Background: an optimization exercise with open tools, aiming at small area and a short achievable clock period. Do not read the settings as production practice. Only simulation tests tie the RTL to the original design; equivalence was not proved.

==> design/flow/design.v <==
package mdu_pkg;
  typedef enum logic [3:0] {
    MDU_MULT  = 4'd1,
    MDU_MULTU = 4'd2,
    MDU_DIV   = 4'd3,
    MDU_DIVU  = 4'd4,
    MDU_MTHI  = 4'd5,
    MDU_MTLO  = 4'd6
  } mdu_op_e;
  typedef enum logic {
    S_IDLE = 1'b0,
    S_RUN  = 1'b1
  } mdu_state_e;
  localparam int unsigned MULT_CYCLES_DEF = 5;
  localparam int unsigned DIV_CYCLES_DEF  = 10;
endpackage
module mdu_arith (
  input  logic        sgn_i,
  input  logic [31:0] rs_i,
  input  logic [31:0] rt_i,
  output logic [63:0] prod_o,
  output logic [31:0] quo_o,
  output logic [31:0] rem_o
);
  logic signed [63:0] a_ext, b_ext, prod_s;
  logic               a_neg, b_neg;
  logic        [31:0] a_mag, b_mag, q_mag, r_mag;
  always_comb begin
    a_ext  = {{32{sgn_i & rs_i[31]}}, rs_i};
    b_ext  = {{32{sgn_i & rt_i[31]}}, rt_i};
    prod_s = a_ext * b_ext;
    prod_o = prod_s;
  end
  always_comb begin
    a_neg = sgn_i & rs_i[31];
    b_neg = sgn_i & rt_i[31];
    a_mag = a_neg ? (~rs_i + 32'd1) : rs_i;
    b_mag = b_neg ? (~rt_i + 32'd1) : rt_i;
    q_mag = 32'd0;
    r_mag = 32'd0;
    if (b_mag != 32'd0) begin
      q_mag = a_mag / b_mag;
      r_mag = a_mag % b_mag;
    end
    quo_o = (a_neg ^ b_neg) ? (~q_mag + 32'd1) : q_mag;
    rem_o = a_neg ? (~r_mag + 32'd1) : r_mag;
  end
endmodule
module mdu_ctrl #(
  parameter int unsigned MULT_CYCLES = mdu_pkg::MULT_CYCLES_DEF,
  parameter int unsigned DIV_CYCLES  = mdu_pkg::DIV_CYCLES_DEF
) (
  input  logic        clk,
  input  logic        reset,
  input  logic        start,
  input  logic [3:0]  op,
  input  logic [31:0] rs,
  input  logic [31:0] rt,
  input  logic        out_sel,
  input  logic        flush,
  output logic        busy,
  output logic [31:0] out
);
  mdu_pkg::mdu_state_e  state_q;
  logic [3:0]  cnt_q;
  logic        busy_q;
  logic        wr_q;
  logic [31:0] hi_q, lo_q;
  logic [31:0] hi_n_q, lo_n_q;
  logic        accept;
  logic        div_zero;
  logic [63:0] prod;
  logic [31:0] quo, rem;
  logic [31:0] out_d;
  mdu_arith u_arith (
    .sgn_i  ((op == mdu_pkg::MDU_MULT) || (op == mdu_pkg::MDU_DIV)),
    .rs_i   (rs),
    .rt_i   (rt),
    .prod_o (prod),
    .quo_o  (quo),
    .rem_o  (rem)
  );
  assign accept   = start & ~flush;
  assign div_zero = (rt == 32'd0);
  always_ff @(posedge clk) begin
    if (reset) begin
      state_q <= mdu_pkg::S_IDLE;
      cnt_q   <= 4'd0;
      busy_q  <= 1'b0;
      wr_q    <= 1'b0;
      hi_q    <= 32'd0;
      lo_q    <= 32'd0;
      hi_n_q  <= 32'd0;
      lo_n_q  <= 32'd0;
    end else begin
      case (state_q)
        mdu_pkg::S_IDLE: begin
          if (accept) begin
            case (op)
              mdu_pkg::MDU_MULT, mdu_pkg::MDU_MULTU: begin
                {hi_n_q, lo_n_q} <= prod;
                wr_q    <= 1'b1;
                cnt_q   <= 4'(MULT_CYCLES);
                busy_q  <= 1'b1;
                state_q <= mdu_pkg::S_RUN;
              end
              mdu_pkg::MDU_DIV, mdu_pkg::MDU_DIVU: begin
                hi_n_q  <= rem;
                lo_n_q  <= quo;
                wr_q    <= ~div_zero;
                cnt_q   <= 4'(DIV_CYCLES);
                busy_q  <= 1'b1;
                state_q <= mdu_pkg::S_RUN;
              end
              mdu_pkg::MDU_MTHI: hi_q <= rs;
              mdu_pkg::MDU_MTLO: lo_q <= rs;
              default: ;
            endcase
          end
        end
        mdu_pkg::S_RUN: begin
          cnt_q <= cnt_q - 4'd1;
          if (cnt_q <= 4'd1) begin
            if (wr_q) begin
              hi_q <= hi_n_q;
              lo_q <= lo_n_q;
            end
            busy_q  <= 1'b0;
            state_q <= mdu_pkg::S_IDLE;
          end
        end
        default: state_q <= mdu_pkg::S_IDLE;
      endcase
    end
  end
  always_comb begin
    out_d = out_sel ? lo_q : hi_q;
  end
  assign out  = out_d;
  assign busy = busy_q;
endmodule
==> design/flow/run.sh <==
#!/bin/bash
# synth_recipe.tcl (not shown) runs the flow's synth.tcl, then flattens the netlist and writes it again
# the make line also repeats each setting of config.mk as NAME=value (left out here)
make -C /OpenROAD-flow-scripts/flow DESIGN_CONFIG=/design/flow/config.mk WORK_HOME=/design/flow/orfs CLKGATE_MAP_FILE= SYNTH_SCRIPT=/design/flow/synth_recipe.tcl finish
==> design/flow/config.mk <==
export PLATFORM = sky130hd
export DESIGN_NAME = mdu_ctrl
export DESIGN_NICKNAME = mdu_ctrl
export VERILOG_FILES = /design/flow/design.v
export SDC_FILE = /design/flow/constraint.sdc
export NUM_CORES = 4
export LEC_CHECK = 0
export CAP_MARGIN = 20
export CORE_MARGIN = 2
export CORE_UTILIZATION = 40
export SLEW_MARGIN = 20
==> design/flow/constraint.sdc <==
create_clock -name core_clock -period 150.0 [get_ports {clk}]
set_input_delay 30.0000 -clock core_clock [delete_from_list [all_inputs] [get_ports {clk}]]
set_output_delay 30.0000 -clock core_clock [all_outputs]
set_load 0.01 [all_outputs]
==> flow_results.org <==
** Flow run
- Number of max-cap violations :: 0

** CTS
- Number of H-tree levels :: 4
- The number of hold buffers added after CTS was 0.
- The number of gates resized after CTS was 0.
- Insertion delay to the later sink of the worst-skew pair :: 450 ps
- Clk slew on worst S/H paths :: 60 ps
- Buffers inserted during clock tree synthesis total 17.
- Clk root buf :: sky130_fd_sc_hd__clkbuf_16
- Buffer count from post-CTS setup fixing :: 0
- Clock tree from TritonCTS :: built
- Clock sink total :: 135
- In this run the deepest clock path goes through 2 buffers.

** Routing
- The detail route stage leaves a number of antenna-violating nets equal to 0.
- Wires add up to 370,000 µm.
- Residual DRC :: 0
- In the final routed layout, each cell accounts on average for 29.1 µm.
- Count of vias placed by the detailed router :: 77.5k
- In this run, the number of DRC markers left after iteration 0 of detailed routing was 8,437.
- Number of optimization iterations in the first detailed-route pass :: 7
- Vias per Instance :: 6.11

** STA
- Highest achievable clock rate :: 7.66 MHz
- Setup slack after layout :: 19,400 ps
- The worst pin sits at a relative slew slack of 14.5%.
- The number of max-slew violations in the final report came to 0.
- Adding up every negative setup slack in the final design gives 0 ps.
- Dividing the final minimum period by the clock period gives 87.1%.
- Between clock sinks in the finished design, the worst skew comes to 10.6 ps.
- Setup violations remaining at the end of the flow were counted as 0.
- Post-layout minimum cycle time :: 130,600 ps
- Setup repair after global routing left no endpoint under its margin.
- At the pin with the least slew margin, the transition time is 1270 ps.
- The total count of hold-check failures in the final report came to 0.

** Setup path
- Bufs and invs on worst path :: 37
- Cell type group with the largest total delay on the critical path :: compound AO/OA/AOI/OAI gates
- Required time at the endpoint of the critical path :: 150,310 ps
- The worst setup path is of the in -> reg kind.
- Slowest CP cell :: sky130_fd_sc_hd__o31ai_1
- By instance count, the cell type seen most on the critical path is sky130_fd_sc_hd__ha_1.
- Critical Path Source Type :: input pin
- Arrival time at the worst endpoint :: 130,910 ps
- Longest individual stage delay on the worst path :: 990 ps
- The worst setup path is captured at a register.
- Crit path max fanout :: 45

** Synthesis
- Of all flip-flops after synthesis, the portion carrying an async set or reset was 0%.
- Synth Area per Inst :: 7.69 µm²
- Dominant register cell in the synthesized netlist :: sky130_fd_sc_hd__dfxtp_1
- Number of nets produced by synthesis :: 12.2k
- For this run, the number of Yosys warnings is 2.
- The synthesized design contains 135 register bits.
- Summing the sequential cell areas from Yosys gives 3.44% of the chip area.
- Area share of the leading cell type in the synthesized netlist :: 28.7%
- The biggest area contributor in the post-synthesis netlist is sky130_fd_sc_hd__fa_1.
- Yosys attributes the largest share of cell area to sky130_fd_sc_hd__fa_1 29%, sky130_fd_sc_hd__ha_1 12%, sky130_fd_sc_hd__nand2_1 6.6%.
- Synthesis produced 10.2k cells.
- Counting flops with a built-in enable in the synthesized netlist gives 0.
- In this run the cell area of the synthesized design comes to 78,500 µm².
- Count of cell types in the netlist :: 114

** Placed design
- Place WS :: 22,830 ps
- After legalization and detailed placement, the total HPWL measured 294,000 µm.
- Last weighted congestion value of the routability-driven placer :: 1.07
- Number of port buffers :: 105

** Floorplan
- Floorplan die width :: 447 µm
- From bottom edge to top edge, the die measures 447 µm.
- Starting density of the core :: 40.3%
- I/O Pins :: 106
- The core region is 195,000 µm².
- Die area :: 200,000 µm²
- Rows :: 162

** GRT
- Initial antenna violation count :: 29
- The first global-routing pass estimated 537,000 µm of wire.
- For this run the aggregate overflow at the end of global routing stands at 0.
- Number of global-route vias before repair :: 78.0k
- Entering global routing, the biggest net connects 97 pins.
- Global-route usage over all layers :: 36.7%

** Layout
- The net count of the finished layout is 12.0k.
- The top cell types in the final layout, fill and taps aside, are 1,383 x sky130_fd_sc_hd__nand2_1, 1,289 x sky130_fd_sc_hd__inv_1, 1,126 x sky130_fd_sc_hd__fa_1, 770 x sky130_fd_sc_hd__nor2_1, 749 x sky130_fd_sc_hd__ha_1.
- Leaving out fill and tap cells, the most frequent cell in the layout is sky130_fd_sc_hd__nand2_1.
- Of the cells placed in the final design, the portion with a size suffix greater than 1 is 5.92%.
- Area growth syn-to-layout :: 6.20%

** Worst hold path
- Type of the most critical hold path :: reg -> reg

** Status
- Result of the run :: finished clean
-- stage by stage --
step / hold WS [ps] / area, µm² / std cells / utilization (%)
floorplan: 432 / 78500 / 10200 / -
global placement: 445 / 82700 / 12600 / 42.4
detailed placement: 450 / 82700 / 12600 / 42.4
CTS: 459 / 83400 / 12700 / 42.7
global route: 479 / 83400 / 12700 / 42.8
finish: 457 / 83400 / 12700 / 42.8
-- cell usage after synthesis (78+ instances only) --
cell / count
sky130_fd_sc_hd__xnor2_1: 358
sky130_fd_sc_hd__dfxtp_1: 135
sky130_fd_sc_hd__a211oi_1: 162
sky130_fd_sc_hd__nor2_1: 777
sky130_fd_sc_hd__o21ai_0: 350
sky130_fd_sc_hd__nand2b_1: 116
sky130_fd_sc_hd__nand2_1: 1383
sky130_fd_sc_hd__inv_1: 1292
sky130_fd_sc_hd__ha_1: 749
sky130_fd_sc_hd__a21oi_1: 624
sky130_fd_sc_hd__a31oi_1: 103
sky130_fd_sc_hd__buf_1: 113
sky130_fd_sc_hd__nor3_1: 216
sky130_fd_sc_hd__clkbuf_1: 382
sky130_fd_sc_hd__and2_1: 318
sky130_fd_sc_hd__xor2_1: 212
sky130_fd_sc_hd__nand4_1: 81
sky130_fd_sc_hd__nand3_1: 199
sky130_fd_sc_hd__nor2b_1: 84
sky130_fd_sc_hd__or3_1: 78
sky130_fd_sc_hd__fa_1: 1126
sky130_fd_sc_hd__o21a_1: 122
sky130_fd_sc_hd__a21o_1: 172
-- worst min-delay path: cells and delay by family, from the launching register on --
kind / cells / cell delay (ps)
AND/OR/NAND/NOR: 1 / 50
AO/OA/AOI/OAI: 1 / 50
flip-flops: 1 / 310
-- area by class of cell --
cell class                 count  area (µm²)
clock inverter                10         166
inverter                    1296        4860
sequential                   135        2710
antenna                        6        15.0
clock buffer                  21         472
fill                       20100      112000
tap                         2624        3280
multi-input combinational   8255       69400
timing repair buffer         335        2480
-- routing by layer --
metal | vias to the layer above | routed length (µm) | GRT usage (%)
met2 | 3806 | 167000 | 59.3
li1 | 33800 | - | -
met3 | 1048 | 28300 | 5.33
met1 | 38800 | 143000 | 45.5
met5 | - | 59 | 0
met4 | 8 | 30800 | 24.7
-- state kept, by name (all words and copies together), names as in the netlist --
register,count
lo_n_q,32
state_q,1
wr_q,1
busy_q,1
hi_n_q,32
hi_q,32
cnt_q,4
lo_q,32
-- cells by family after synthesis --
| family | after synthesis | synth area share (%) |
|---|---|---|
| muxes | 106 | 1.47 |
| and+or+nand+nor | 3535 | 21.1 |
| buffers and inverters | 1818 | 8.77 |
| adders and majority gates | 1875 | 40.6 |
| DFF | 135 | 3.44 |
| AOI/OAI and AO/OA | 2168 | 18.2 |
| xor gates and xnor gates | 571 | 6.38 |
-- path summary, 6_finish.rpt --
| kind | startpoint | to | slack, ps | depth (start not counted) |
|---|---|---|---|---|
| setup / recovery | rt[0] | hi_n_q[24] | 19400 | 339 |
| setup reg to reg | state_q | hi_n_q[30] | 147430 | 6 |
| hold / removal | lo_n_q[6] | lo_n_q[6] | 460 | 2 |
| hold reg to reg | lo_n_q[6] | lo_n_q[6] | 460 | 2 |

-- static timing again, ports no longer ideal --
No port has a modelled driver above. Below, the same layout with a new extraction and two added sets of constraints. Step 1: set_driving_cell puts a clkbuf_16 on clk and a buf_2 on each other input, an assumption about the parent block. Step 2 also shifts input and output timing later by t, the mid clock arrival at the registers, as if the neighbouring blocks saw the same clock. a / b / c = ideal / step 1 / step 2; a / b = the first two.
t (ns): 0.528
slack for setup (ns): 19.398 / 19.457 / 18.929
worst setup path after step 2: input to register
slew at the worst register clock pin (ns): 0.07 / 0.07
worst slew at a driven data input, ns: 0.18
After both steps this run still meets setup and hold. The setup slack of this run moves by +0.059 ns with the drivers and by -0.469 ns with both steps.
